What follows belongs to an exercise in optimizing a design on an open flow for small area, a short achievable clock period and few clock cycles per item; a production flow would make more cautious choices. In this exercise RTL edits were held to simulation tests only and were not proved equivalent to the original. Power is estimated from default activity; no workload was simulated.

==> design/flow/design.v <==
`default_nettype none
package sawt_pkg;
  localparam int SEQ_W  = 24;
  localparam int SESS_W = 8;
  localparam int MASK_W = 64;
  localparam int STS_W  = 3;
  typedef enum logic [1:0] {
    OP_INCOMING = 2'd0,
    OP_OUTGOING = 2'd1,
    OP_NOACK    = 2'd2,
    OP_CLEAR    = 2'd3
  } op_t;
  typedef enum logic [STS_W-1:0] {
    STS_OK          = 3'd0,
    STS_BAD_SESSION = 3'd1,
    STS_BAD_SEQ     = 3'd2,
    STS_FATAL_GAP   = 3'd3,
    STS_NOT_CONN    = 3'd4,
    STS_TABLE_FULL  = 3'd5
  } sts_t;
  localparam logic KIND_STATUS = 1'b0;
  localparam logic KIND_NOTE   = 1'b1;
  typedef enum logic [2:0] {
    S_IDLE,
    S_SCAN,
    S_CMP,
    S_NOTE,
    S_STATUS
  } state_t;
  typedef struct packed {
    logic             seq_ok;
    logic             any;
    logic [SEQ_W-1:0] last;
  } rxw_stat_t;
  function automatic logic [SEQ_W:0] inc25(input logic [SEQ_W:0] a);
    logic [SEQ_W:0] c;
    logic [SEQ_W:0] t;
    c = a;
    for (int l = 0; l < 5; l++) begin
      t = c;
      for (int i = 0; i <= SEQ_W; i++) begin
        if (i >= (1 << l)) begin
          c[i] = t[i] & t[i - (1 << l)];
        end
      end
    end
    inc25[0] = !a[0];
    for (int i = 1; i <= SEQ_W; i++) begin
      inc25[i] = a[i] ^ c[i-1];
    end
  endfunction
endpackage
`default_nettype wire
`default_nettype none
module sawt_ram #(
  parameter int WIDTH = 24,
  parameter int DEPTH = 32
) (
  input  wire logic                     clk,
  input  wire logic                     we,
  input  wire logic [DEPTH-1:0]         wsel,
  input  wire logic [WIDTH-1:0]         wdata,
  input  wire logic [WIDTH-1:0]         key,
  output logic      [DEPTH-1:0]         match
);
  logic [WIDTH-1:0] mem_r [DEPTH];
  always_ff @(posedge clk) begin
    for (int i = 0; i < DEPTH; i++) begin
      if (we && wsel[i]) begin
        mem_r[i] <= wdata;
      end
    end
  end
  always_comb begin
    for (int i = 0; i < DEPTH; i++) begin
      match[i] = (mem_r[i] == key);
    end
  end
endmodule
`default_nettype wire
`default_nettype none
module sawt_add25 (
  input  wire logic [24:0] a,
  input  wire logic [24:0] b,
  input  wire logic        cin,
  output logic      [24:0] sum,
  output logic             cout
);
  logic [24:0] g, p;
  logic [24:0] gl [6];
  logic [24:0] pl [6];
  always_comb begin
    g = a & b;
    p = a ^ b;
    gl[0] = g;
    pl[0] = p;
    gl[0][0] = g[0] | (p[0] & cin);
    for (int l = 0; l < 5; l++) begin
      for (int i = 0; i < 25; i++) begin
        if (i >= (1 << l)) begin
          gl[l+1][i] = gl[l][i] | (pl[l][i] & gl[l][i - (1 << l)]);
          pl[l+1][i] = pl[l][i] & pl[l][i - (1 << l)];
        end else begin
          gl[l+1][i] = gl[l][i];
          pl[l+1][i] = pl[l][i];
        end
      end
    end
    sum[0] = p[0] ^ cin;
    for (int i = 1; i < 25; i++) begin
      sum[i] = p[i] ^ gl[5][i-1];
    end
    cout = gl[5][24];
  end
endmodule
`default_nettype wire
`default_nettype none
module seq_ack_window_tracker #(
  parameter int ACK_WIDTH    = 64,
  parameter int FLIGHT_DEPTH = 32,
  parameter int RX_WINDOW    = 128
) (
  input  wire logic                          clk,
  input  wire logic                          rst_n,
  input  wire logic                          cfg_wr_en,
  input  wire logic [sawt_pkg::SESS_W-1:0]   cfg_wr_data,
  input  wire logic                          in_valid,
  output logic                               in_stall,
  input  wire logic [1:0]                    in_operation,
  input  wire logic [sawt_pkg::SESS_W-1:0]   in_hdr_session,
  input  wire logic [sawt_pkg::SEQ_W-1:0]    in_hdr_seq,
  input  wire logic                          in_hdr_ack_valid,
  input  wire logic [sawt_pkg::SEQ_W-1:0]    in_hdr_highest_ack,
  input  wire logic [sawt_pkg::MASK_W-1:0]   in_hdr_ack_mask,
  output logic                               out_valid,
  input  wire logic                          out_stall,
  output logic                               out_kind,
  output logic [sawt_pkg::STS_W-1:0]         out_status,
  output logic [sawt_pkg::SEQ_W-1:0]         out_seq,
  output logic                               out_acked,
  output logic                               out_rx_seq_valid,
  output logic [sawt_pkg::SEQ_W-1:0]         out_rx_seq,
  output logic [sawt_pkg::MASK_W-1:0]        out_rx_bitmap,
  output logic                               out_connected,
  output logic                               out_last
);
  localparam int SW = sawt_pkg::SEQ_W;
  localparam int ND = FLIGHT_DEPTH;
  localparam int AW = $clog2(ACK_WIDTH);
  logic [sawt_pkg::SESS_W-1:0] session_r;
  logic            inq_v;
  logic [1:0]      inq_op;
  logic            inq_sok;
  logic [SW-1:0]   inq_seq;
  logic            inq_ackv;
  logic [SW-1:0]   inq_high;
  logic [ACK_WIDTH-1:0] inq_mask;
  logic            q_rx_ok;      
  logic            q_shz;        
  logic [AW-1:0]   q_sh;         
  logic            q_span_ok;    
  logic            q_fatal;
  logic [AW-1:0]   q_cnt;        
  logic [SW-1:0]   last_r;
  logic            any_r;
  logic [ACK_WIDTH-1:0] bits_r;
  logic [SW-1:0]   txn_r;        
  logic [SW:0]     pstart_r;     
  logic            link_r;
  logic [ND-1:0]   used_r;
  logic [ND-1:0]   noack_r;
  logic            p2_v;
  logic            p2_walk;
  logic [2:0]      p2_sts;
  logic            p2_rx;
  logic            p2_full;
  logic [SW-1:0]   p2_cur;
  logic [SW-1:0]   p2_nxt;
  logic [AW-1:0]   p2_cnt;
  logic [ACK_WIDTH-1:0] p2_mask;
  logic            p2_bupd;
  logic            p2_bclr;
  logic            p2_shz;
  logic [AW-1:0]   p2_sh;
  logic [ND-1:0]   m_r;
  logic            out_valid_r;
  logic            out_kind_r;
  logic [2:0]      out_status_r;
  logic [SW-1:0]   out_seq_r;
  logic            out_acked_r;
  logic            out_rxv_r;
  logic [SW-1:0]   out_rxs_r;
  logic            out_rxb_r;
  logic            out_conn_r;
  logic            st_a_r;       
  logic            st_b_r;       
  logic [SW:0] a_sh, b_sh;
  logic        a_co, b_co;
  logic        a_ok, b_ok, c_ok;
  logic [AW-1:0] c_sh;
  logic        c_shz;
  sawt_add25 u_ash (
    .a   ({1'b0, in_hdr_seq}),
    .b   (any_r ? {1'b1, ~last_r} : {(SW+1){1'b0}}),
    .cin (1'b1),
    .sum (a_sh),
    .cout(a_co)
  );
  sawt_add25 u_bsh (
    .a   ({1'b0, in_hdr_seq}),
    .b   ({1'b1, ~inq_seq}),
    .cin (1'b1),
    .sum (b_sh),
    .cout(b_co)
  );
  always_comb begin
    a_ok  = (a_sh != '0) && (a_sh <= (SW+1)'(RX_WINDOW));
    b_ok  = (b_sh != '0) && (b_sh <= (SW+1)'(RX_WINDOW));
    c_ok  = (in_hdr_seq < SW'(RX_WINDOW));
    c_sh  = in_hdr_seq[AW-1:0] + AW'(1);
    c_shz = (in_hdr_seq >= SW'(ACK_WIDTH - 1));
  end
  logic [SW:0] pfull;
  logic [SW:0] full_inc;
  logic [SW:0] sa, sb, sd;
  logic        sa_ok, sb_ok, sd_ok;
  assign full_inc = sawt_pkg::inc25({6'b0, pstart_r[SW-1:5]});
  assign pfull    = (pstart_r[SW-1:0] == 24'hFFFFE0) ? {1'b1, 24'h0} :
                    {1'b0, full_inc[SW-6:0], pstart_r[4:0]};
  sawt_add25 u_sa (
    .a   ({1'b0, in_hdr_highest_ack}),
    .b   (~pstart_r),
    .cin (1'b1),
    .sum (sa),
    .cout(sa_ok)
  );
  sawt_add25 u_sb (
    .a   ({1'b0, in_hdr_highest_ack}),
    .b   ({1'b1, ~inq_high}),
    .cin (1'b0),
    .sum (sb),
    .cout(sb_ok)
  );
  sawt_add25 u_sd (
    .a   ({1'b0, in_hdr_highest_ack}),
    .b   (~pfull),
    .cin (1'b1),
    .sum (sd),
    .cout(sd_ok)
  );
  logic          free_found;
  logic [ND-1:0] free_oh;
  always_comb begin
    logic seen;
    seen = 1'b0;
    for (int i = 0; i < ND; i++) begin
      free_oh[i] = !used_r[i] && !seen;
      seen       = seen || !used_r[i];
    end
    free_found = seen;
  end
  logic d_upd, d_ackset, d_fatal, d_walk, d_alloc, d_full, d_clr, d_noack;
  always_comb begin
    d_upd    = (inq_op == sawt_pkg::OP_INCOMING) && inq_sok && q_rx_ok;
    d_ackset = d_upd && inq_ackv && !q_fatal;
    d_fatal  = d_upd && inq_ackv && q_fatal;
    d_walk   = d_ackset && q_span_ok;
    d_alloc  = (inq_op == sawt_pkg::OP_OUTGOING) && link_r && free_found;
    d_full   = (inq_op == sawt_pkg::OP_OUTGOING) && link_r && !free_found;
    d_clr    = (inq_op == sawt_pkg::OP_CLEAR);
    d_noack  = (inq_op == sawt_pkg::OP_NOACK);
  end
  logic          out_free;
  logic          p2_step;
  logic [ND-1:0] hit;
  logic [ND-1:0] hit_oh;
  logic          hit_any, hit_nack, emit_note;
  always_comb begin
    logic seen;
    hit  = m_r & used_r;
    seen = 1'b0;
    for (int i = 0; i < ND; i++) begin
      hit_oh[i] = hit[i] && !seen;
      seen      = seen || hit[i];
    end
    hit_any   = seen;
    hit_nack  = |(hit_oh & noack_r);
    emit_note = hit_any && !hit_nack;
  end
  assign out_free = !out_valid_r || !out_stall;
  assign p2_step  = p2_v && out_free;
  logic p1_go, acc;
  assign p1_go    = inq_v && (!p2_v || (p2_step && !p2_walk));
  assign in_stall = st_a_r || (st_b_r && out_stall);
  assign acc      = !in_stall;
  logic [SW-1:0] key;
  logic [ND-1:0] match;
  logic          tbl_we;
  assign key    = p2_walk ? p2_nxt : pstart_r[SW-1:0];
  assign tbl_we = p1_go && d_alloc;
  sawt_ram #(.WIDTH(SW), .DEPTH(ND)) u_flight (
    .clk  (clk),
    .we   (tbl_we),
    .wsel (free_oh),
    .wdata(txn_r),
    .key  (key),
    .match(match)
  );
  logic [SW:0] high_inc, txn_inc, nxt_inc, pst_inc;
  assign high_inc = sawt_pkg::inc25({1'b0, inq_high});
  assign txn_inc  = sawt_pkg::inc25({1'b0, txn_r});
  assign nxt_inc  = sawt_pkg::inc25({1'b0, p2_nxt});
  assign pst_inc  = sawt_pkg::inc25({1'b0, pstart_r[SW-1:0]});
  logic inq_v_nxt, p2_v_nxt, p2_walk_nxt, out_valid_nxt;
  always_comb begin
    inq_v_nxt = acc ? in_valid : inq_v;
    p2_v_nxt    = p2_v;
    p2_walk_nxt = p2_walk;
    if (p2_step) begin
      if (!p2_walk) begin
        p2_v_nxt = 1'b0;
      end else if (p2_cnt == '0) begin
        p2_walk_nxt = 1'b0;
      end
    end
    if (p1_go) begin
      p2_v_nxt    = 1'b1;
      p2_walk_nxt = d_walk || d_full;
    end
    out_valid_nxt = out_valid_r && !out_free;
    if (p2_step && (!p2_walk || emit_note)) begin
      out_valid_nxt = 1'b1;
    end
  end
  always_ff @(posedge clk) begin
    if (!rst_n) begin
      session_r   <= '0;
      inq_v       <= 1'b0;
      last_r      <= '0;
      any_r       <= 1'b0;
      bits_r      <= '1;
      txn_r       <= '0;
      pstart_r    <= '0;
      link_r      <= 1'b1;
      used_r      <= '0;
      noack_r     <= '0;
      p2_v        <= 1'b0;
      p2_walk     <= 1'b0;
      p2_bupd     <= 1'b0;
      out_valid_r <= 1'b0;
      st_a_r      <= 1'b0;
      st_b_r      <= 1'b0;
    end else begin
      if (cfg_wr_en) begin
        session_r <= cfg_wr_data;
      end
      inq_v       <= inq_v_nxt;
      p2_v        <= p2_v_nxt;
      p2_walk     <= p2_walk_nxt;
      out_valid_r <= out_valid_nxt;
      st_a_r      <= inq_v_nxt && p2_v_nxt && p2_walk_nxt;
      st_b_r      <= inq_v_nxt && p2_v_nxt && !p2_walk_nxt && out_valid_nxt;
      if (p2_step) begin
        if (p2_bupd) begin
          p2_bupd <= 1'b0;
          if (p2_bclr) begin
            bits_r <= '1;
          end else begin
            bits_r    <= p2_shz ? '0 : (bits_r << p2_sh);
            bits_r[0] <= 1'b1;
          end
        end
        if (p2_walk && emit_note) begin
          used_r <= used_r & ~hit_oh;
        end
      end
      if (p1_go) begin
        p2_bupd <= d_upd || d_clr;
        if (d_upd) begin
          last_r <= inq_seq;
          any_r  <= 1'b1;
        end
        if (d_ackset) begin
          pstart_r <= high_inc;
        end
        if (d_fatal || d_full) begin
          link_r <= 1'b0;
        end
        if (d_full) begin
          pstart_r <= pfull;
        end
        if (d_alloc) begin
          txn_r   <= txn_inc[SW-1:0];
          used_r  <= used_r | free_oh;
          noack_r <= noack_r & ~free_oh;
        end
        if (d_noack) begin
          noack_r <= noack_r | used_r;
        end
        if (d_clr) begin
          last_r   <= '0;
          any_r    <= 1'b0;
          txn_r    <= '0;
          pstart_r <= '0;
          link_r   <= 1'b1;
          used_r   <= '0;
          noack_r  <= '0;
        end
      end
    end
  end
  always_ff @(posedge clk) begin
    if (acc) begin
      inq_op   <= in_operation;
      inq_seq  <= in_hdr_seq;
      inq_ackv <= in_hdr_ack_valid;
      inq_high <= in_hdr_highest_ack;
      inq_mask <= in_hdr_ack_mask;
      inq_sok  <= (in_hdr_session == session_r);
      if (p1_go && d_upd) begin
        q_rx_ok <= b_ok;
        q_shz   <= (b_sh[SW:AW] != '0);
        q_sh    <= b_sh[AW-1:0];
      end else if (p1_go && d_clr) begin
        q_rx_ok <= c_ok;
        q_shz   <= c_shz;
        q_sh    <= c_sh;
      end else begin
        q_rx_ok <= a_ok;
        q_shz   <= (a_sh[SW:AW] != '0);
        q_sh    <= a_sh[AW-1:0];
      end
      if (p1_go && d_ackset) begin
        q_span_ok <= sb_ok;
        q_fatal   <= sb_ok && (sb[SW:AW] != '0);
        q_cnt     <= sb[AW-1:0];
      end else if (p1_go && d_clr) begin
        q_span_ok <= 1'b1;
        q_fatal   <= (in_hdr_highest_ack[SW-1:AW] != '0);
        q_cnt     <= in_hdr_highest_ack[AW-1:0];
      end else if (p1_go && d_full) begin
        q_span_ok <= sd_ok;
        q_fatal   <= sd_ok && (sd[SW:AW] != '0);
        q_cnt     <= sd[AW-1:0];
      end else begin
        q_span_ok <= sa_ok;
        q_fatal   <= sa_ok && (sa[SW:AW] != '0);
        q_cnt     <= sa[AW-1:0];
      end
    end
    if (p1_go) begin
      p2_bclr <= d_clr;
      p2_sh   <= q_sh;
      p2_shz  <= q_shz;
      p2_sts  <= sawt_pkg::STS_OK;
      p2_rx   <= d_alloc;
      p2_full <= d_full;
      p2_cur  <= d_alloc ? txn_r : pstart_r[SW-1:0];
      p2_nxt  <= pst_inc[SW-1:0];
      p2_cnt  <= d_full ? AW'(ND - 1) : q_cnt;
      p2_mask <= inq_mask;
      m_r     <= match;
      case (inq_op)
        sawt_pkg::OP_INCOMING: begin
          if (!inq_sok) begin
            p2_sts <= sawt_pkg::STS_BAD_SESSION;
          end else if (!q_rx_ok) begin
            p2_sts <= sawt_pkg::STS_BAD_SEQ;
          end else if (inq_ackv && q_fatal) begin
            p2_sts <= sawt_pkg::STS_FATAL_GAP;
          end
        end
        sawt_pkg::OP_OUTGOING: begin
          if (!link_r) begin
            p2_sts <= sawt_pkg::STS_NOT_CONN;
          end else if (!free_found) begin
            p2_sts <= sawt_pkg::STS_TABLE_FULL;
          end
        end
        default: begin
        end
      endcase
    end else if (p2_step && p2_walk) begin
      p2_cur <= p2_nxt;
      p2_nxt <= nxt_inc[SW-1:0];
      p2_cnt <= p2_cnt - AW'(1);
      m_r    <= match;
    end
    if (p2_step) begin
      out_kind_r   <= p2_walk;
      out_status_r <= p2_walk ? sawt_pkg::STS_OK : p2_sts;
      out_seq_r    <= (p2_walk || p2_rx) ? p2_cur : '0;
      out_acked_r  <= p2_walk && !p2_full && p2_mask[p2_cnt];
      out_rxv_r    <= !p2_walk && p2_rx && any_r;
      out_rxs_r    <= (!p2_walk && p2_rx && any_r) ? last_r : '0;
      out_rxb_r    <= !p2_walk && p2_rx;
      out_conn_r   <= link_r;
    end
  end
  assign out_valid        = out_valid_r;
  assign out_kind         = out_kind_r;
  assign out_status       = out_status_r;
  assign out_seq          = out_seq_r;
  assign out_acked        = out_acked_r;
  assign out_rx_seq_valid = out_rxv_r;
  assign out_rx_seq       = out_rxs_r;
  assign out_rx_bitmap    = out_rxb_r ? bits_r : '0;
  assign out_connected    = out_conn_r;
  assign out_last         = !out_kind_r;
endmodule
`default_nettype wire
==> design/flow/run.sh <==
#!/bin/bash
# synth_recipe.tcl (not shown) runs the flow's synth.tcl, then flattens the netlist and writes it again
# the make line also repeats each setting of config.mk as NAME=value (left out here)
make -C /OpenROAD-flow-scripts/flow DESIGN_CONFIG=/design/flow/config.mk WORK_HOME=/design/flow/orfs CLKGATE_MAP_FILE= SYNTH_SCRIPT=/design/flow/synth_recipe.tcl finish
==> design/flow/config.mk <==
export PLATFORM = sky130hd
export DESIGN_NAME = seq_ack_window_tracker
export DESIGN_NICKNAME = seq_ack_window_tracker
export VERILOG_FILES = /design/flow/design.v
export SDC_FILE = /design/flow/constraint.sdc
export NUM_CORES = 4
export LEC_CHECK = 0
export CAP_MARGIN = 20
export CORE_MARGIN = 2
export CORE_UTILIZATION = 40
export SETUP_SLACK_MARGIN = 4.0
export SLEW_MARGIN = 20
==> design/flow/constraint.sdc <==
create_clock -name core_clock -period 7.0 [get_ports {clk}]
set_input_delay 1.4000 -clock core_clock [delete_from_list [all_inputs] [get_ports {clk}]]
set_output_delay 1.4000 -clock core_clock [all_outputs]
set_load 0.01 [all_outputs]
==> metrics.md, run 1 <==
| Metric | Value |
|---|---|
| Hold buffers post-CTS | `0` |
| Area growth from synthesis to layout | `23.67%` |
| Simple-gate area share of the yosys netlist | `12.50%` |
| Area of the mapped netlist | `67430 um2` |
| HPWL Detailed | `138800 um` |
| Die width | `414.6 um` |
| FF-to-FF path depth | `18` |
| Die Footprint | `171900 um2` |
| CP arrival | `4.96 ns` |
| Worst hold slack | `0.4089 ns` |
| Syn_area_per_cell | `11.80 um2` |
| Post-layout util | `49.87%` |
| Main combinational cell family by area after synthesis | `simple AND/OR/NAND/NOR gates` |
| CP max FO | `8` |
| H-tree levels | `4` |
| Top Ports | `258` |
| GRT Util Overall | `26.15%` |
| Initial antenna violation count | `13` |
| Async SR Flop Fraction | `0%` |
| CP max stage cell | `clkdlybuf4s50_1` |
| Worst setup path category | `input port to register` |
| RSZ-0062 raised after global routing | `yes` |
| CTS clk-pin slew, worst paths | `0.06 ns` |
| Xor/xnor share of the synthesized area | `11.98%` |
| Pwr/cell area | `217.5 nW/um2` |
| Fill cell count | `14550` |
| Port Buffers | `257` |
| Startpoint types | `input port` |
| Synth Warn # | `6` |
| Worst hold path class | `register to register` |
| Mapped Nets | `5983` |
| DR WL/cell | `27.62 um` |
| Clock root cell | `clkbuf_16` |
| Grt ovf | `0` |
| DRT Pass-1 Iters | `9` |
| Cts bufs inserted | `150` |
| Setup Viol. Count Final | `0` |
| Crit end category | `register` |
| Design Area, Final | `83390 um2` |
| VDD IR max | `0.2457 mV` |
| Ratio of cells with drive above 1 in the final layout | `19.82%` |
| Placer Congestion | `0.9200` |
| Routed Antenna Nets | `0` |
| Number of flops mapped to enable cells by yosys | `1119` |
| Leak | `29.91 nW` |
| Row count | `150` |
| Crit share post-route | `63.31%` |
| Via count | `50540` |
| Multi-input logic area | `30550 um2` |
| Via density | `5.935` |
| WP data required | `7.53 ns` |
| Area occupied by registers | `38120 um2` |
| Initial Util | `40.33%` |
| DRC Markers | `0` |
| Sequential area share after synthesis | `56.27%` |
| # clock sinks | `1336` |
| Vias in the first global route | `47550` |
| Total power | `18.14 mW` |
| Clk latency of the worst-skew pair | `0.82 ns` |
| Yosys reg bits | `1336` |
| Post-layout min period | `4.432 ns` |
| Core Area | `167200 um2` |
| Post-Synthesis Cells | `5713` |
| WHS Path Cells | `0` |
| Ys flop type | `edfxtp_1` |
| Maxcap violations | `0` |
| Synth Area in Adders | `2.542%` |
| Global-route wire length before repair | `332000 um` |
| Slew margin rel. | `34.71%` |
| Worst slew pin tran | `0.9793 ns` |
| CTS tree | `built` |
| Largest net degree at the start of global routing | `83` |
| Final hold vios | `0` |
| Max Clk Rate | `225.6 MHz` |
| Cell Chain, Critical Path | `clkdlybuf4s50_1 -> ha_2 -> inv_1 -> a221oi_1 -> o21ai_0 -> or3_1 -> a2111oi_2 -> o2111ai_1 -> nor4_2 -> nand4b_1 -> a32oi_1 -> o21ai_1` |
| Nets | `6453` |
| Synth Area in Compound Gates | `9.526%` |
| Clock Skew | `0.04022 ns` |
| Final Max Slew Viols | `0` |
| Die Ht | `414.6 um` |
| Final setup TNS | `0 ns` |
| DR iter-0 viols | `6695` |
| Clock Tree Buf Depth | `3` |
| CP peak stage delay | `0.62 ns` |
| Multiplexer area fraction after synthesis | `4.459%` |
| Distinct cells, synth | `87` |
| Outcome | `no timing/DRC/antenna violations` |
| Placed Area | `73420 um2` |
| Drt total wl | `235200 um` |
[flip-flops by register name, indices dropped and copies added (netlist names), 25 cells and up]
| name | cells |
|---|---|
| pstart_r | 25 |
| u_flight.mem_r | 768 |
| m_r | 32 |
| used_r | 32 |
| noack_r | 32 |
| inq_mask | 64 |
| bits_r | 63 |
| p2_mask | 64 |
[cells in the final DEF, fill, tap and decap left out, types with 149 or more instances in the layout]
cell type  instances
edfxtp_1        1119
xnor2_1          628
nand2_1          394
xor2_1           293
nor2_1           261
a21oi_1          252
buf_4            219
o21ai_0          180
clkbuf_16        157
nor4_1           154
dfxtp_1          153
inv_1            149
[cells in the mapped netlist (25+ instances only)]
cell type,instances,share of area (%)
a221oi_1,30,0.39
edfxtp_1,1119,50
and2_1,93,0.86
inv_1,157,0.87
clkbuf_1,250,1.4
nor3_1,130,0.96
nand2_1,406,2.3
xnor2_1,629,8.2
a21oi_1,274,2.0
dfxtp_1,217,6.4
a211oi_1,61,0.68
nand2b_1,38,0.35
o21a_1,26,0.29
mux2i_1,117,1.7
o211ai_1,80,0.89
mux2_2,25,0.42
ha_1,129,2.4
a21o_1,27,0.30
nor4_1,162,1.5
xor2_1,293,3.8
and3_1,71,0.66
buf_2,33,0.24
nor2_1,295,1.6
mux4_2,69,2.3
nand4_1,141,1.3
o31ai_1,28,0.31
nand3_1,92,0.68
a22oi_1,38,0.42
o21ai_0,217,1.6
nor2b_1,114,1.1
[power by group]
group	internal [mW]	switching (mW)	total (mW)
sequential	8.63	0.0727	8.71
clock	4.53	3.47	8.00
combinational	0.586	0.838	1.42
[kinds of logic (layout without fill, tap and decap cells)]
kind of cell,count (synthesis),after routing
flip-flops,1336,1336
AND/OR/NAND/NOR,1647,1674
adder cells (fa/ha/maj),134,134
XOR/XNOR,922,922
buffers and inverters,473,1038
other,0,6
AO/OA/AOI/OAI,990,991
multiplexers,211,211
[final timing paths]
| check | start | endpoint | slack, ns |
|---|---|---|---|
| worst min-delay path | inq_mask[13] | p2_mask[13] | 0.41 |
| worst min register to register | inq_mask[13] | p2_mask[13] | 0.41 |
| worst max-delay path | in_hdr_highest_ack[11] | q_fatal | 2.57 |
| worst max register to register | pstart_r[5] | q_fatal | 2.57 |
[per-layer routing]
metal | track usage, % | wire length [um] | vias to the layer above
met5 | 0 | 20 | -
met4 | 9.027 | 8156 | 4
met3 | 4.732 | 21620 | 441
met2 | 41.10 | 107800 | 2686
met1 | 36.36 | 97570 | 25190
li1 | - | - | 22220
[area by class of cell]
class / count / share of cell area [%]
timing repair inverter: 1 / 0.009002
sequential: 1336 / 45.71
timing repair buffer: 599 / 7.626
antenna: 6 / 0.01800
clock buffer: 191 / 4.723
inverter: 163 / 0.7757
clock inverter: 84 / 1.199
tap: 2204 / 3.307
multi-input combinational: 3932 / 36.63
[timing repair]
item                                     CTS  global route
buffers inserted                         147            56
endpoints found under the setup margin  1416           585
cloned                                    29            16
pin swaps                                 74           103
gates resized for setup                  777           325
[worst max-delay path: cells and delay by family]
kind                       cells  cell delay, ns
and+or+nand+nor                3            0.92
AOI/OAI and AO/OA              6            1.32
buffers and inverters          2            0.78
adders and majority gates      1            0.54
[per-stage QoR]
step           std cells  setup WS [ns]
6_report            8516          2.568
3_3_place_gp        7981          1.069
3_5_place_dp        7987          1.157
2_1_floorplan       5713          1.614
4_1_cts             8438          2.646
5_1_grt             8510          2.488
Testbench counts, summed over its fixed seeds: cycles 11,803, items 8,000.
==> inputs of run 2 (changes only) <==
--- a/design/flow/design.v
+++ b/design/flow/design.v
@@ -51,2 +51,76 @@
   endfunction
+  function automatic logic ge25(input logic [SEQ_W:0] a, input logic [SEQ_W:0] b);
+    logic [31:0] gt;
+    logic [31:0] ge;
+    gt = '0;
+    ge = '1;
+    for (int i = 0; i <= SEQ_W; i++) begin
+      gt[i] = a[i] & ~b[i];
+      ge[i] = a[i] | ~b[i];
+    end
+    for (int l = 0; l < 5; l++) begin
+      for (int k = 0; k < (16 >> l); k++) begin
+        gt[k] = gt[2*k+1] | (ge[2*k+1] & gt[2*k]);
+        ge[k] = gt[2*k+1] | (ge[2*k+1] & ge[2*k]);
+      end
+    end
+    ge25 = ge[0];
+  endfunction
+  function automatic logic cy8(input logic [7:0] x, input logic [7:0] y,
+                               input logic cin, input int K);
+    logic [7:0] g;
+    logic [7:0] p;
+    g = '0;
+    p = '1;
+    for (int i = 0; i < K; i++) begin
+      g[i] = x[i] & y[i];
+      p[i] = x[i] | y[i];
+    end
+    g[0] = g[0] | (p[0] & cin);
+    for (int l = 0; l < 3; l++) begin
+      for (int k = 0; k < (4 >> l); k++) begin
+        g[k] = g[2*k+1] | (p[2*k+1] & g[2*k]);
+        p[k] = p[2*k+1] & p[2*k];
+      end
+    end
+    cy8 = g[0];
+  endfunction
+  function automatic logic win25(input logic [SEQ_W:0] x, input logic [SEQ_W:0] y,
+                                 input logic cin, input int K);
+    logic ok;
+    ok = ((x[K] ^ y[K]) == cy8(x[7:0], y[7:0], cin, K));
+    for (int i = K + 1; i <= SEQ_W; i++) begin
+      ok = ok & ((x[i] ^ y[i]) == (x[i-1] | y[i-1]));
+    end
+    win25 = ok;
+  endfunction
+  function automatic logic [6:0] add7(input logic [6:0] x, input logic [6:0] y,
+                                      input logic cin);
+    logic [6:0] g;
+    logic [6:0] p;
+    logic [6:0] t;
+    logic [6:0] h;
+    g = x & y;
+    h = x ^ y;
+    p = h;
+    g[0] = g[0] | (p[0] & cin);
+    for (int l = 0; l < 3; l++) begin
+      t = g;
+      for (int i = 0; i < 7; i++) begin
+        if (i >= (1 << l)) begin
+          g[i] = t[i] | (p[i] & t[i - (1 << l)]);
+        end
+      end
+      t = p;
+      for (int i = 0; i < 7; i++) begin
+        if (i >= (1 << l)) begin
+          p[i] = t[i] & t[i - (1 << l)];
+        end
+      end
+    end
+    add7[0] = h[0] ^ cin;
+    for (int i = 1; i < 7; i++) begin
+      add7[i] = h[i] ^ g[i-1];
+    end
+  endfunction
 endpackage
@@ -158,7 +232,4 @@
   logic            q_rx_ok;      
-  logic            q_shz;        
-  logic [AW-1:0]   q_sh;         
   logic            q_span_ok;    
   logic            q_fatal;
-  logic [AW-1:0]   q_cnt;        
   logic [SW-1:0]   last_r;
@@ -192,3 +263,3 @@
   logic [SW-1:0]   out_rxs_r;
-  logic            out_rxb_r;
+  logic [ACK_WIDTH-1:0] out_rxb_r;
   logic            out_conn_r;
@@ -196,56 +267,36 @@
   logic            st_b_r;       
-  logic [SW:0] a_sh, b_sh;
-  logic        a_co, b_co;
-  logic        a_ok, b_ok, c_ok;
-  logic [AW-1:0] c_sh;
-  logic        c_shz;
-  sawt_add25 u_ash (
-    .a   ({1'b0, in_hdr_seq}),
-    .b   (any_r ? {1'b1, ~last_r} : {(SW+1){1'b0}}),
-    .cin (1'b1),
-    .sum (a_sh),
-    .cout(a_co)
-  );
-  sawt_add25 u_bsh (
-    .a   ({1'b0, in_hdr_seq}),
-    .b   ({1'b1, ~inq_seq}),
-    .cin (1'b1),
-    .sum (b_sh),
-    .cout(b_co)
-  );
+  logic [SW:0]   in_seq_x;
+  logic          a_ok, b_ok, c_ok;
   always_comb begin
-    a_ok  = (a_sh != '0) && (a_sh <= (SW+1)'(RX_WINDOW));
-    b_ok  = (b_sh != '0) && (b_sh <= (SW+1)'(RX_WINDOW));
-    c_ok  = (in_hdr_seq < SW'(RX_WINDOW));
-    c_sh  = in_hdr_seq[AW-1:0] + AW'(1);
-    c_shz = (in_hdr_seq >= SW'(ACK_WIDTH - 1));
-  end
-  logic [SW:0] pfull;
-  logic [SW:0] full_inc;
-  logic [SW:0] sa, sb, sd;
+    in_seq_x = {1'b0, in_hdr_seq};
+    a_ok     = sawt_pkg::win25(in_seq_x, any_r ? ~{1'b0, last_r} : '0, 1'b0, 7);
+    b_ok     = sawt_pkg::win25(in_seq_x, ~{1'b0, inq_seq}, 1'b0, 7);
+    c_ok     = (in_hdr_seq[SW-1:7] == '0);
+  end
+  logic [SW:0] pfull_r;         
+  logic [SW:0] hx;
   logic        sa_ok, sb_ok, sd_ok;
-  assign full_inc = sawt_pkg::inc25({6'b0, pstart_r[SW-1:5]});
-  assign pfull    = (pstart_r[SW-1:0] == 24'hFFFFE0) ? {1'b1, 24'h0} :
-                    {1'b0, full_inc[SW-6:0], pstart_r[4:0]};
-  sawt_add25 u_sa (
-    .a   ({1'b0, in_hdr_highest_ack}),
-    .b   (~pstart_r),
-    .cin (1'b1),
-    .sum (sa),
-    .cout(sa_ok)
-  );
-  sawt_add25 u_sb (
-    .a   ({1'b0, in_hdr_highest_ack}),
-    .b   ({1'b1, ~inq_high}),
-    .cin (1'b0),
-    .sum (sb),
-    .cout(sb_ok)
-  );
-  sawt_add25 u_sd (
-    .a   ({1'b0, in_hdr_highest_ack}),
-    .b   (~pfull),
-    .cin (1'b1),
-    .sum (sd),
-    .cout(sd_ok)
-  );
+  logic        sa_w, sb_w, sc_w, sd_w;
+  always_comb begin
+    hx    = {1'b0, in_hdr_highest_ack};
+    sa_ok = sawt_pkg::ge25(hx, pstart_r);
+    sb_ok = !sawt_pkg::ge25({1'b0, inq_high}, hx);
+    sd_ok = sawt_pkg::ge25(hx, pfull_r);
+    sa_w  = sawt_pkg::win25(hx, ~pstart_r, 1'b1, AW) && !pstart_r[SW];
+    sb_w  = sawt_pkg::win25(hx, ~{1'b0, inq_high}, 1'b0, AW);
+    sc_w  = (in_hdr_highest_ack[SW-1:AW] == '0);
+    sd_w  = sawt_pkg::win25(hx, ~pfull_r, 1'b1, AW) && !pfull_r[SW];
+  end
+  function automatic logic [SW:0] fullnext(input logic [SW:0] ps);
+    logic [SW:0] inc;
+    inc      = sawt_pkg::inc25({6'b0, ps[SW-1:5]});
+    fullnext = (ps[SW-1:0] == 24'hFFFFE0) ? {1'b1, 24'h0} :
+               {1'b0, inc[SW-6:0], ps[4:0]};
+  endfunction
+  logic [6:0] p1_sh;
+  logic [6:0] p1_cnt;
+  always_comb begin
+    p1_sh  = sawt_pkg::add7(inq_seq[6:0], any_r ? ~last_r[6:0] : 7'd0, 1'b1);
+    p1_cnt = sawt_pkg::add7(inq_high[6:0], ~pstart_r[6:0], 1'b1);
+  end
   logic          free_found;
@@ -343,2 +394,3 @@
       pstart_r    <= '0;
+      pfull_r     <= (SW+1)'(ND);
       link_r      <= 1'b1;
@@ -384,2 +436,3 @@
           pstart_r <= high_inc;
+          pfull_r  <= fullnext(high_inc);
         end
@@ -389,3 +442,4 @@
         if (d_full) begin
-          pstart_r <= pfull;
+          pstart_r <= pfull_r;
+          pfull_r  <= fullnext(pfull_r);
         end
@@ -404,2 +458,3 @@
           pstart_r <= '0;
+          pfull_r  <= (SW+1)'(ND);
           link_r   <= 1'b1;
@@ -421,12 +476,6 @@
         q_rx_ok <= b_ok;
-        q_shz   <= (b_sh[SW:AW] != '0);
-        q_sh    <= b_sh[AW-1:0];
       end else if (p1_go && d_clr) begin
         q_rx_ok <= c_ok;
-        q_shz   <= c_shz;
-        q_sh    <= c_sh;
       end else begin
         q_rx_ok <= a_ok;
-        q_shz   <= (a_sh[SW:AW] != '0);
-        q_sh    <= a_sh[AW-1:0];
       end
@@ -434,16 +483,12 @@
         q_span_ok <= sb_ok;
-        q_fatal   <= sb_ok && (sb[SW:AW] != '0);
-        q_cnt     <= sb[AW-1:0];
+        q_fatal   <= sb_ok && !sb_w;
       end else if (p1_go && d_clr) begin
         q_span_ok <= 1'b1;
-        q_fatal   <= (in_hdr_highest_ack[SW-1:AW] != '0);
-        q_cnt     <= in_hdr_highest_ack[AW-1:0];
+        q_fatal   <= !sc_w;
       end else if (p1_go && d_full) begin
         q_span_ok <= sd_ok;
-        q_fatal   <= sd_ok && (sd[SW:AW] != '0);
-        q_cnt     <= sd[AW-1:0];
+        q_fatal   <= sd_ok && !sd_w;
       end else begin
         q_span_ok <= sa_ok;
-        q_fatal   <= sa_ok && (sa[SW:AW] != '0);
-        q_cnt     <= sa[AW-1:0];
+        q_fatal   <= sa_ok && !sa_w;
       end
@@ -452,4 +497,4 @@
       p2_bclr <= d_clr;
-      p2_sh   <= q_sh;
-      p2_shz  <= q_shz;
+      p2_sh   <= p1_sh[AW-1:0];
+      p2_shz  <= p1_sh[6] || (p1_sh == '0);
       p2_sts  <= sawt_pkg::STS_OK;
@@ -459,3 +504,3 @@
       p2_nxt  <= pst_inc[SW-1:0];
-      p2_cnt  <= d_full ? AW'(ND - 1) : q_cnt;
+      p2_cnt  <= d_full ? AW'(ND - 1) : p1_cnt[AW-1:0];
       p2_mask <= inq_mask;
@@ -495,3 +540,3 @@
       out_rxs_r    <= (!p2_walk && p2_rx && any_r) ? last_r : '0;
-      out_rxb_r    <= !p2_walk && p2_rx;
+      out_rxb_r    <= (!p2_walk && p2_rx) ? bits_r : '0;
       out_conn_r   <= link_r;
@@ -506,3 +551,3 @@
   assign out_rx_seq       = out_rxs_r;
-  assign out_rx_bitmap    = out_rxb_r ? bits_r : '0;
+  assign out_rx_bitmap    = out_rxb_r;
   assign out_connected    = out_conn_r;
==> metrics.md, run 2 <==
| Metric | Value |
|---|---|
| Die Ht | `416.5 um` |
| Maxcap violations | `0` |
| Cts bufs inserted | `152` |
| Fill cell count | `14860` |
| Async SR Flop Fraction | `0%` |
| Final setup TNS | `0 ns` |
| Slew margin rel. | `28.51%` |
| Top Ports | `258` |
| Cell family with most CP delay | `buffers and inverters` |
| CP peak stage delay | `0.15 ns` |
| DRC Markers | `0` |
| Global-route wire length before repair | `323400 um` |
| Outcome | `no timing/DRC/antenna violations` |
| Leading area contributor after synthesis | `edfxtp_1` |
| Number of flops mapped to enable cells by yosys | `1169` |
| Final Max Slew Viols | `0` |
| Worst setup path category | `input port to output pin` |
| Leak | `28.95 nW` |
| Largest net degree at the start of global routing | `90` |
| Clock Skew | `0.02956 ns` |
| Synth area leaders | `edfxtp_1, xnor2_1, dfxtp_1, xor2_1, ha_1` |
| Hold buffers post-CTS | `0` |
| Ys flop type | `edfxtp_1` |
| CP arrival | `1.83 ns` |
| Post-layout min period | `3.234 ns` |
| Syn_area_per_cell | `12.56 um2` |
| CTS tree | `built` |
| Clk latency of the worst-skew pair | `0.81 ns` |
| Ratio of cells with drive above 1 in the final layout | `16.09%` |
| Max reg flops | `768` |
| Commonest non-fill, non-tap cells in the layout | `edfxtp_1, xnor2_1, xor2_1` |
| Grt ovf | `0` |
| Via density | `5.842` |
| DR WL/cell | `27.73 um` |
| Post-synth top cells | `edfxtp_1, xnor2_1, xor2_1` |
| Routed Antenna Nets | `0` |
| Crit share post-route | `46.21%` |
| Final hold vios | `0` |
| Port Buffers | `257` |
| DR iter-0 viols | `6277` |
| Place WS | `1.926 ns` |
| RSZ-0062 raised after global routing | `yes` |
| Clock Tree Buf Depth | `3` |
| HPWL Detailed | `131600 um` |
| Number of buffers and inverters on the critical path | `3` |
| Initial Util | `40.24%` |
| Post-synth top area share | `51.59%` |
| Mapped Nets | `5744` |
| Placer Congestion | `0.9113` |
| Startpoint types | `input port` |
| Area of the mapped netlist | `68050 um2` |
| Die Footprint | `173400 um2` |
| Row count | `151` |
| Worst slew pin tran | `1.063 ns` |
| Distinct cells, synth | `90` |
| Post-Synthesis Cells | `5418` |
| Sequential area share after synthesis | `58.71%` |
| WP data required | `5.60 ns` |
| Clock root cell | `clkbuf_16` |
| CTS clk-pin slew, worst paths | `0.06 ns` |
| Yosys reg bits | `1411` |
| # clock sinks | `1411` |
| H-tree levels | `4` |
| Initial antenna violation count | `13` |
| Die width | `416.5 um` |
| Final WS setup | `3.766 ns` |
| Drt total wl | `226800 um` |
| Commonest non-fill, non-tap cell in the layout | `edfxtp_1` |
| Register with the most flip-flops | `u_flight.mem_r` |
| Core Area | `169100 um2` |
| VDD IR max | `0.2198 mV` |
| Post-Place Cells | `7709` |
| Crit end category | `output pin` |
| CP max FO | `5` |
| GRT Util Overall | `25.48%` |
| Setup Viol. Count Final | `0` |
| Vias in the first global route | `45200` |
| Via count | `47800` |
| DRT Pass-1 Iters | `6` |
| Cell Chain, Critical Path | `buf_12 -> a21oi_4 -> inv_2 -> buf_6` |
| Max Clk Rate | `309.2 MHz` |
| Nets | `6160` |
| CP max stage cell | `a21oi_4` |
| Synth Warn # | `3` |
| Final std cells w/o fill | `8181` |
| Pwr/cell area | `224.2 nW/um2` |
| Area growth from synthesis to layout | `20.33%` |
| Top-count cell post-synth | `edfxtp_1` |
| Worst hold path class | `register to register` |
[run 2: final cells by class]
type	instances	area (um2)	share of cell area [%]
multi-input cells	3553	28110	34.33
clock buffers	201	4123	5.035
well taps	2218	2775	3.389
diodes	2	5.005	0.006112
repair buffers	532	5181	6.328
clock inverters	80	812.0	0.9917
flip-flops and latches	1411	40070	48.94
repair inverters	4	38.79	0.04737
inverters	180	764.5	0.9336
[run 2: cells by family after synthesis]
kind of cell,after synthesis,share of synthesized area (%)
AND/OR/NAND/NOR,1460,11.20
flip-flops,1411,58.71
XOR/XNOR,950,12.23
AO/OA/AOI/OAI,707,6.744
buffers and inverters,479,2.712
multiplexers,211,4.448
adder cells (fa/ha/maj),200,3.961
[run 2: power by group]
part	internal (mW)	switching (mW)	leakage (nW)	total (mW)
Combinational	0.438	0.658	12.3	1.10
Sequential	9.12	0.0920	14.2	9.21
Clock	4.59	3.46	2.40	8.05
[run 2: repair_timing]
action	CTS	global route
cloned	27	5
setup endpoints to repair	1336	609
pin swaps	54	46
endpoints found under the hold margin	0	0
buffers inserted	110	47
resized for setup	446	133
[run 2: path summary, 6_finish.rpt]
| check | from | slack [ns] | end | cells past startpoint |
|---|---|---|---|---|
| max reg2reg | inq_high[0] | 3.93 | pfull_r[24] | 9 |
| max | out_stall | 3.77 | in_stall | 4 |
| min | inq_mask[7] | 0.40 | p2_mask[7] | 0 |
| min reg2reg | inq_mask[7] | 0.40 | p2_mask[7] | 0 |
[run 2: stage by stage]
stage          hold slack [ns]  util [%]  instance area, um2  total power, mW
6_report                0.4041     48.42               81880            18.35
5_1_grt                 0.4067     48.42               81880            18.86
4_1_cts                 0.4081     47.84               80900            18.42
3_5_place_dp            0.4045     43.74               73950            10.39
3_3_place_gp            0.4003     43.70               73890            10.39
2_1_floorplan           0.4003         -               68520            9.963
[run 2: worst register-to-register path: cells and delay by family (launching register included)]
kind	cells	cell delay, ns
AO/OA/AOI/OAI	2	0.48
AND/OR/NAND/NOR	5	1.64
adder cells (fa/ha/maj)	1	0.23
buffers and inverters	1	0.16
flip-flops	1	0.49
[run 2: routing by layer]
metal	track usage (%)	vias to the layer above	routed length, um
li1	-	20820	-
met5	0	-	22
met1	35.71	24030	93330
met2	40.16	2523	104000
met3	4.121	414	21090
met4	8.782	4	8396
Testbench counts of run 2, summed over its fixed seeds: cycles 11,803, items 8,000.
==> inputs of run 3 (changes only) <==
--- a/design/flow/design.v
+++ b/design/flow/design.v
@@ -149,3 +149,3 @@
     for (int i = 0; i < DEPTH; i++) begin
-      match[i] = (mem_r[i] == key);
+      match[i] = (we && wsel[i]) ? (wdata == key) : (mem_r[i] == key);
     end
@@ -237,3 +237,6 @@
   logic [ACK_WIDTH-1:0] bits_r;
-  logic [SW-1:0]   txn_r;        
+  logic [SW-1:0]   tx_last_r;    
+  logic            tx_any_r;
+  logic            wr_r;         
+  logic [ND-1:0]   wr_sel_r;
   logic [SW:0]     pstart_r;     
@@ -248,3 +251,3 @@
   logic [SW-1:0]   p2_cur;
-  logic [SW-1:0]   p2_nxt;
+  logic [SW-1:0]   key_r;        
   logic [AW-1:0]   p2_cnt;
@@ -265,4 +268,12 @@
   logic            out_conn_r;
-  logic            st_a_r;       
-  logic            st_b_r;       
+  logic            st_r;         
+  logic            s_v;          
+  logic            s_kind;
+  logic [2:0]      s_status;
+  logic [SW-1:0]   s_seq;
+  logic            s_acked;
+  logic            s_rxv;
+  logic [SW-1:0]   s_rxs;
+  logic            s_rxb;
+  logic            s_conn;
   logic [SW:0]   in_seq_x;
@@ -275,6 +286,5 @@
   end
-  logic [SW:0] pfull_r;         
   logic [SW:0] hx;
-  logic        sa_ok, sb_ok, sd_ok;
-  logic        sa_w, sb_w, sc_w, sd_w;
+  logic        sa_ok, sb_ok;
+  logic        sa_w, sb_w, sc_w;
   always_comb begin
@@ -283,3 +293,2 @@
     sb_ok = !sawt_pkg::ge25({1'b0, inq_high}, hx);
-    sd_ok = sawt_pkg::ge25(hx, pfull_r);
     sa_w  = sawt_pkg::win25(hx, ~pstart_r, 1'b1, AW) && !pstart_r[SW];
@@ -287,3 +296,2 @@
     sc_w  = (in_hdr_highest_ack[SW-1:AW] == '0);
-    sd_w  = sawt_pkg::win25(hx, ~pfull_r, 1'b1, AW) && !pfull_r[SW];
   end
@@ -341,28 +349,48 @@
   assign out_free = !out_valid_r || !out_stall;
-  assign p2_step  = p2_v && out_free;
+  assign p2_step  = p2_v && !s_v;
   logic p1_go, acc;
   assign p1_go    = inq_v && (!p2_v || (p2_step && !p2_walk));
-  assign in_stall = st_a_r || (st_b_r && out_stall);
+  assign in_stall = st_r;
   assign acc      = !in_stall;
-  logic [SW-1:0] key;
+  logic          p2_emit;
+  logic          w_kind;
+  logic [2:0]    w_status;
+  logic [SW-1:0] w_seq;
+  logic          w_acked;
+  logic          w_rxv;
+  logic [SW-1:0] w_rxs;
+  logic          w_rxb;
+  always_comb begin
+    p2_emit  = p2_step && (!p2_walk || emit_note);
+    w_kind   = p2_walk;
+    w_status = p2_walk ? sawt_pkg::STS_OK : p2_sts;
+    w_seq    = (p2_walk || p2_rx) ? p2_cur : '0;
+    w_acked  = p2_walk && !p2_full && p2_mask[p2_cnt];
+    w_rxv    = !p2_walk && p2_rx && any_r;
+    w_rxs    = (!p2_walk && p2_rx && any_r) ? last_r : '0;
+    w_rxb    = !p2_walk && p2_rx;
+  end
   logic [ND-1:0] match;
-  logic          tbl_we;
-  assign key    = p2_walk ? p2_nxt : pstart_r[SW-1:0];
-  assign tbl_we = p1_go && d_alloc;
   sawt_ram #(.WIDTH(SW), .DEPTH(ND)) u_flight (
     .clk  (clk),
-    .we   (tbl_we),
-    .wsel (free_oh),
-    .wdata(txn_r),
-    .key  (key),
+    .we   (wr_r),
+    .wsel (wr_sel_r),
+    .wdata(tx_last_r),
+    .key  (key_r),
     .match(match)
   );
-  logic [SW:0] high_inc, txn_inc, nxt_inc, pst_inc;
+  logic [SW:0]   high_inc, txv_inc, key_inc, pst_inc;
+  logic [SW-1:0] txn;            
   assign high_inc = sawt_pkg::inc25({1'b0, inq_high});
-  assign txn_inc  = sawt_pkg::inc25({1'b0, txn_r});
-  assign nxt_inc  = sawt_pkg::inc25({1'b0, p2_nxt});
+  assign txv_inc  = sawt_pkg::inc25({1'b0, tx_last_r});
+  assign key_inc  = sawt_pkg::inc25({1'b0, key_r});
   assign pst_inc  = sawt_pkg::inc25({1'b0, pstart_r[SW-1:0]});
-  logic inq_v_nxt, p2_v_nxt, p2_walk_nxt, out_valid_nxt;
+  assign txn      = tx_any_r ? txv_inc[SW-1:0] : '0;
+  logic inq_v_nxt, p2_v_nxt, p2_walk_nxt, s_v_nxt;
+  logic inq_out_nxt, full_pred;
   always_comb begin
-    inq_v_nxt = acc ? in_valid : inq_v;
+    inq_v_nxt   = acc ? in_valid : (inq_v && !p1_go);
+    inq_out_nxt = acc ? (in_operation == sawt_pkg::OP_OUTGOING) :
+                        (inq_op == sawt_pkg::OP_OUTGOING);
+    full_pred   = &(used_r | (free_oh & {ND{p1_go && d_alloc}}));
     p2_v_nxt    = p2_v;
@@ -380,6 +408,3 @@
     end
-    out_valid_nxt = out_valid_r && !out_free;
-    if (p2_step && (!p2_walk || emit_note)) begin
-      out_valid_nxt = 1'b1;
-    end
+    s_v_nxt = s_v ? out_stall : (p2_emit && !out_free);
   end
@@ -392,5 +417,5 @@
       bits_r      <= '1;
-      txn_r       <= '0;
+      tx_any_r    <= 1'b0;
+      wr_r        <= 1'b0;
       pstart_r    <= '0;
-      pfull_r     <= (SW+1)'(ND);
       link_r      <= 1'b1;
@@ -402,4 +427,4 @@
       out_valid_r <= 1'b0;
-      st_a_r      <= 1'b0;
-      st_b_r      <= 1'b0;
+      st_r        <= 1'b0;
+      s_v         <= 1'b0;
     end else begin
@@ -409,7 +434,15 @@
       inq_v       <= inq_v_nxt;
+      wr_r        <= p1_go && d_alloc;
       p2_v        <= p2_v_nxt;
       p2_walk     <= p2_walk_nxt;
-      out_valid_r <= out_valid_nxt;
-      st_a_r      <= inq_v_nxt && p2_v_nxt && p2_walk_nxt;
-      st_b_r      <= inq_v_nxt && p2_v_nxt && !p2_walk_nxt && out_valid_nxt;
+      s_v         <= s_v_nxt;
+      st_r        <= inq_v_nxt && ((p2_v_nxt && (p2_walk_nxt || s_v_nxt)) ||
+                                   (inq_out_nxt && full_pred));
+      if (s_v || p2_emit) begin
+        if (out_free) begin
+          out_valid_r <= 1'b1;
+        end
+      end else if (out_free) begin
+        out_valid_r <= 1'b0;
+      end
       if (p2_step) begin
@@ -436,3 +469,2 @@
           pstart_r <= high_inc;
-          pfull_r  <= fullnext(high_inc);
         end
@@ -442,7 +474,7 @@
         if (d_full) begin
-          pstart_r <= pfull_r;
-          pfull_r  <= fullnext(pfull_r);
+          pstart_r <= fullnext(pstart_r);
         end
         if (d_alloc) begin
-          txn_r   <= txn_inc[SW-1:0];
+          tx_last_r <= txn;
+          tx_any_r  <= 1'b1;
           used_r  <= used_r | free_oh;
@@ -456,5 +488,4 @@
           any_r    <= 1'b0;
-          txn_r    <= '0;
+          tx_any_r <= 1'b0;
           pstart_r <= '0;
-          pfull_r  <= (SW+1)'(ND);
           link_r   <= 1'b1;
@@ -487,5 +518,2 @@
         q_fatal   <= !sc_w;
-      end else if (p1_go && d_full) begin
-        q_span_ok <= sd_ok;
-        q_fatal   <= sd_ok && !sd_w;
       end else begin
@@ -502,4 +530,3 @@
       p2_full <= d_full;
-      p2_cur  <= d_alloc ? txn_r : pstart_r[SW-1:0];
-      p2_nxt  <= pst_inc[SW-1:0];
+      p2_cur  <= d_alloc ? txn : pstart_r[SW-1:0];
       p2_cnt  <= d_full ? AW'(ND - 1) : p1_cnt[AW-1:0];
@@ -528,4 +555,3 @@
     end else if (p2_step && p2_walk) begin
-      p2_cur <= p2_nxt;
-      p2_nxt <= nxt_inc[SW-1:0];
+      p2_cur <= key_r;
       p2_cnt <= p2_cnt - AW'(1);
@@ -533,11 +559,47 @@
     end
-    if (p2_step) begin
-      out_kind_r   <= p2_walk;
-      out_status_r <= p2_walk ? sawt_pkg::STS_OK : p2_sts;
-      out_seq_r    <= (p2_walk || p2_rx) ? p2_cur : '0;
-      out_acked_r  <= p2_walk && !p2_full && p2_mask[p2_cnt];
-      out_rxv_r    <= !p2_walk && p2_rx && any_r;
-      out_rxs_r    <= (!p2_walk && p2_rx && any_r) ? last_r : '0;
-      out_rxb_r    <= (!p2_walk && p2_rx) ? bits_r : '0;
-      out_conn_r   <= link_r;
+    if (p1_go) begin
+      wr_sel_r <= free_oh;
+    end
+    if (p2_walk_nxt) begin
+      if (p1_go) begin
+        key_r <= pst_inc[SW-1:0];
+      end else if (p2_step) begin
+        key_r <= key_inc[SW-1:0];
+      end
+    end else if (p1_go && d_ackset) begin
+      key_r <= high_inc[SW-1:0];
+    end else if (p1_go && d_clr) begin
+      key_r <= '0;
+    end else begin
+      key_r <= pstart_r[SW-1:0];
+    end
+    if (out_free) begin
+      if (s_v) begin
+        out_kind_r   <= s_kind;
+        out_status_r <= s_status;
+        out_seq_r    <= s_seq;
+        out_acked_r  <= s_acked;
+        out_rxv_r    <= s_rxv;
+        out_rxs_r    <= s_rxs;
+        out_rxb_r    <= s_rxb ? bits_r : '0;
+        out_conn_r   <= s_conn;
+      end else begin
+        out_kind_r   <= w_kind;
+        out_status_r <= w_status;
+        out_seq_r    <= w_seq;
+        out_acked_r  <= w_acked;
+        out_rxv_r    <= w_rxv;
+        out_rxs_r    <= w_rxs;
+        out_rxb_r    <= w_rxb ? bits_r : '0;
+        out_conn_r   <= link_r;
+      end
+    end else if (!s_v) begin
+      s_kind   <= w_kind;
+      s_status <= w_status;
+      s_seq    <= w_seq;
+      s_acked  <= w_acked;
+      s_rxv    <= w_rxv;
+      s_rxs    <= w_rxs;
+      s_rxb    <= w_rxb;
+      s_conn   <= link_r;
     end
--- a/design/flow/config.mk
+++ b/design/flow/config.mk
@@ -9,3 +9,5 @@
 export CORE_MARGIN = 2
-export CORE_UTILIZATION = 40
+export CORE_UTILIZATION = 65
+export CTS_CLUSTER_DIAMETER = 100
+export CTS_CLUSTER_SIZE = 24
 export SETUP_SLACK_MARGIN = 4.0
==> metrics.md, run 3 <==
| Metric | Value |
|---|---|
| RSZ-0062 raised after global routing | `yes` |
| Nets | `5904` |
| Max reg flops | `768` |
| Grt ovf | `0` |
| Startpoint types | `input port` |
| Synth Warn # | `3` |
| GRT Util Overall | `36.54%` |
| Mapped Nets | `5720` |
| Commonest non-fill, non-tap cell in the layout | `edfxtp_1` |
| Worst setup path category | `input port to register` |
| Area of the mapped netlist | `69570 um2` |
| GRT busiest layer | `met2` |
| Worst R2R End | `used_r[13]` |
| Total power | `16.72 mW` |
| Top Ports | `258` |
| Cts bufs inserted | `72` |
| Outcome | `no timing/DRC/antenna violations` |
| CP arrival | `3.62 ns` |
| Worst hold start | `inq_mask[54]` |
| Reg2Reg Setup Slack | `3.87 ns` |
| DR WL/cell | `28.71 um` |
| Register with the most flip-flops | `u_flight.mem_r` |
| Sequential power share | `58.8%` |
| DR iter-0 viols | `6111` |
| Die Footprint | `109700 um2` |
| Clock root cell | `clkbuf_16` |
| Die width | `331.2 um` |
| Sequential area share after synthesis | `60.91%` |
| Syn_area_per_cell | `12.79 um2` |
| VDD IR max | `0.2990 mV` |
| Max Clk Rate | `317.6 MHz` |
| CTS tree | `built` |
| Fill cell count | `7278` |
| Worst hold path class | `register to register` |
| Placer Congestion | `0.9613` |
| Routed Antenna Nets | `0` |
| Global-route wire length before repair | `291000 um` |
| Place WS | `2.465 ns` |
| Ratio of cells with drive above 1 in the final layout | `8.899%` |
| Clock power frac | `28.7%` |
| Hold buffers post-CTS | `0` |
| Hold Path End | `p2_mask[54]` |
| Final setup TNS | `0 ns` |
| Post-layout util | `72.33%` |
| Initial antenna violation count | `8` |
| Final Max Slew Viols | `0` |
| Number of flops mapped to enable cells by yosys | `1281` |
| Initial Util | `65.26%` |
| P_int | `12.43 mW` |
| Via count | `46570` |
| Reg2reg start | `used_r[0]` |
| Async SR Flop Fraction | `0%` |
| Drt total wl | `203300 um` |
| Clock Skew | `0.03238 ns` |
| Leading area contributor after synthesis | `edfxtp_1` |
| Via density | `6.577` |
| Psw | `4.285 mW` |
| Pwr/cell area | `216.8 nW/um2` |
| Ys flop type | `edfxtp_1` |
| CP max FO | `5` |
| DRT Pass-1 Iters | `6` |
| H-tree levels | `3` |
| Combinational Power Share | `12.4%` |
| Final WS setup | `3.851 ns` |
| DRC Markers | `0` |
| Area growth from synthesis to layout | `10.84%` |
| Slew margin rel. | `29.40%` |
| Switch share | `25.63%` |
| Port Buffers | `257` |
| FF-to-FF path depth | `8` |
| CTS clk-pin slew, worst paths | `0.10 ns` |
| Maxcap violations | `0` |
| Crit end category | `register` |
| Vias in the first global route | `43500` |
| GR Layer Usage met3 | `7.489%` |
| Post-layout min period | `3.149 ns` |
| WHS Path Cells | `0` |
| Clk latency of the worst-skew pair | `0.71 ns` |
| Crit share post-route | `44.98%` |
| Leak | `28.32 nW` |
| Post-Synthesis Cells | `5439` |
| GR Util met1 | `51.48%` |
| Die Ht | `331.2 um` |
| HPWL Detailed | `121900 um` |
| Clock Tree Buf Depth | `3` |
| Synth area leaders | `edfxtp_1, xor2_1, dfxtp_1, mux4_2, xnor2_1` |
| Post-synth top cells | `edfxtp_1, xor2_1, nand2_1` |
| WP data required | `7.47 ns` |
| GR Layer Usage met2 | `56.60%` |
| Final hold vios | `0` |
| Core Area | `106600 um2` |
| Distinct cells, synth | `83` |
| # clock sinks | `1476` |
| Top-count cell post-synth | `edfxtp_1` |
| Post-synth top area share | `55.29%` |
| Yosys reg bits | `1476` |
| Row count | `120` |
| Largest net degree at the start of global routing | `78` |
| Worst slew pin tran | `1.059 ns` |
| Commonest non-fill, non-tap cells in the layout | `edfxtp_1, xor2_1, nand2_1` |
| Setup Viol. Count Final | `0` |
[run 3: final cells by class]
class	instances	area, um2	share of cell area (%)
diodes	3	7.507	0.009736
well taps	1403	1755	2.277
flip-flops and latches	1476	42390	54.98
clock inverters	11	127.6	0.1655
repair buffers	419	4059	5.264
multi-input cells	3469	26050	33.78
inverters	185	734.5	0.9525
clock buffers	115	1984	2.573
[run 3: per-stage QoR]
step	hold slack (ns)	instances	cell area [um2]
floorplan	0.4003	5439	69660
global placement	0.4009	6893	73640
detailed placement	0.4045	6893	73640
CTS	0.4214	7060	76390
global route	0.4300	7079	77100
finish	0.4183	7081	77110
[run 3: repair_timing]
action | in CTS | in global routing
gates cloned | 1 | 1
pin swaps | 34 | 38
setup buffers | 40 | 17
setup endpoints to repair | 388 | 203
gates resized for setup | 252 | 161
[run 3: power groups by stage]
stage | logic, mW | clock network, mW | registers (mW)
floorplan | 1.21 | 0 | 9.99
global placement | 1.94 | 0 | 10.0
detailed placement | 1.97 | 0 | 10.1
CTS | 2.03 | 4.83 | 9.83
global route | 2.18 | 5.09 | 9.85
finish | 2.08 | 4.81 | 9.83
[run 3: how the worst max path moves through the flow]
stage | from | cells past startpoint | slack (ns) | endpoint
global placement | in_hdr_highest_ack[8] | 13 | 2.53 | q_fatal
floorplan | in_hdr_highest_ack[8] | 12 | 3.40 | q_fatal
detailed placement | in_hdr_highest_ack[8] | 12 | 2.46 | q_fatal
finish | in_hdr_highest_ack[8] | 13 | 3.85 | q_fatal
CTS | in_hdr_highest_ack[16] | 11 | 3.88 | q_fatal
global route | in_hdr_highest_ack[10] | 13 | 3.77 | q_fatal
[run 3: cell families after synthesis]
group	after synthesis	synth area share, %
DFF	1476	60.91
adders and majority gates	150	2.896
muxes	168	3.881
and+or+nand+nor	1442	10.46
buffers and inverters	496	2.716
xor gates and xnor gates	960	12.09
AOI/OAI and AO/OA	747	7.057
[run 3: layer usage]
metal | routed length [um] | vias to the layer above
li1 | - | 20170
met1 | 78890 | 23060
met2 | 93070 | 2878
met3 | 22900 | 465
met4 | 8414 | 0
met5 | 0 | -
[run 3: worst max-delay path, cell delays in order]
cell,delay [ns]
buf_6,0.12
inv_12,0.05
ha_4,0.12
inv_2,0.04
fa_2,0.37
o211ai_1,0.09
nor2_1,0.07
or4_4,0.55
nor2_4,0.14
a31oi_4,0.10
o41ai_4,0.25
o22ai_1,0.14
a21o_1,0.16
Testbench counts of run 3, summed over its fixed seeds: cycles 11,803, items 8,000.

-- afterwards: timing with drivers on the ports --
Ports are ideal in the flow. The routed layouts listed here were re-timed in OpenROAD. Step 1: set_driving_cell puts a clkbuf_16 on clk and a buf_2 on each other input, an assumption about the parent block. Step 2 also shifts input and output timing later by t, the mid clock arrival at the registers, as if the neighbouring blocks saw the same clock. Three values: ideal, step 1, step 2; two values: the first two.
run	t (ns)	setup slack, ns	worst setup path after step 2	slew at the worst register clock pin (ns)	pins driven straight from the clock port
run 1	0.874	2.568 / 2.573 / 1.749	input to register	0.07 / 0.07	1
run 2	0.877	3.766 / 3.662 / 3.133	input to register	0.07 / 0.07	1
run 3	0.766	3.851 / 3.868 / 3.127	input to register	0.11 / 0.11	1
After both steps every run listed still meets setup and hold. The setup slack of run 1, which loses most, moves by +0.005 ns with the drivers and by -0.819 ns with both steps.
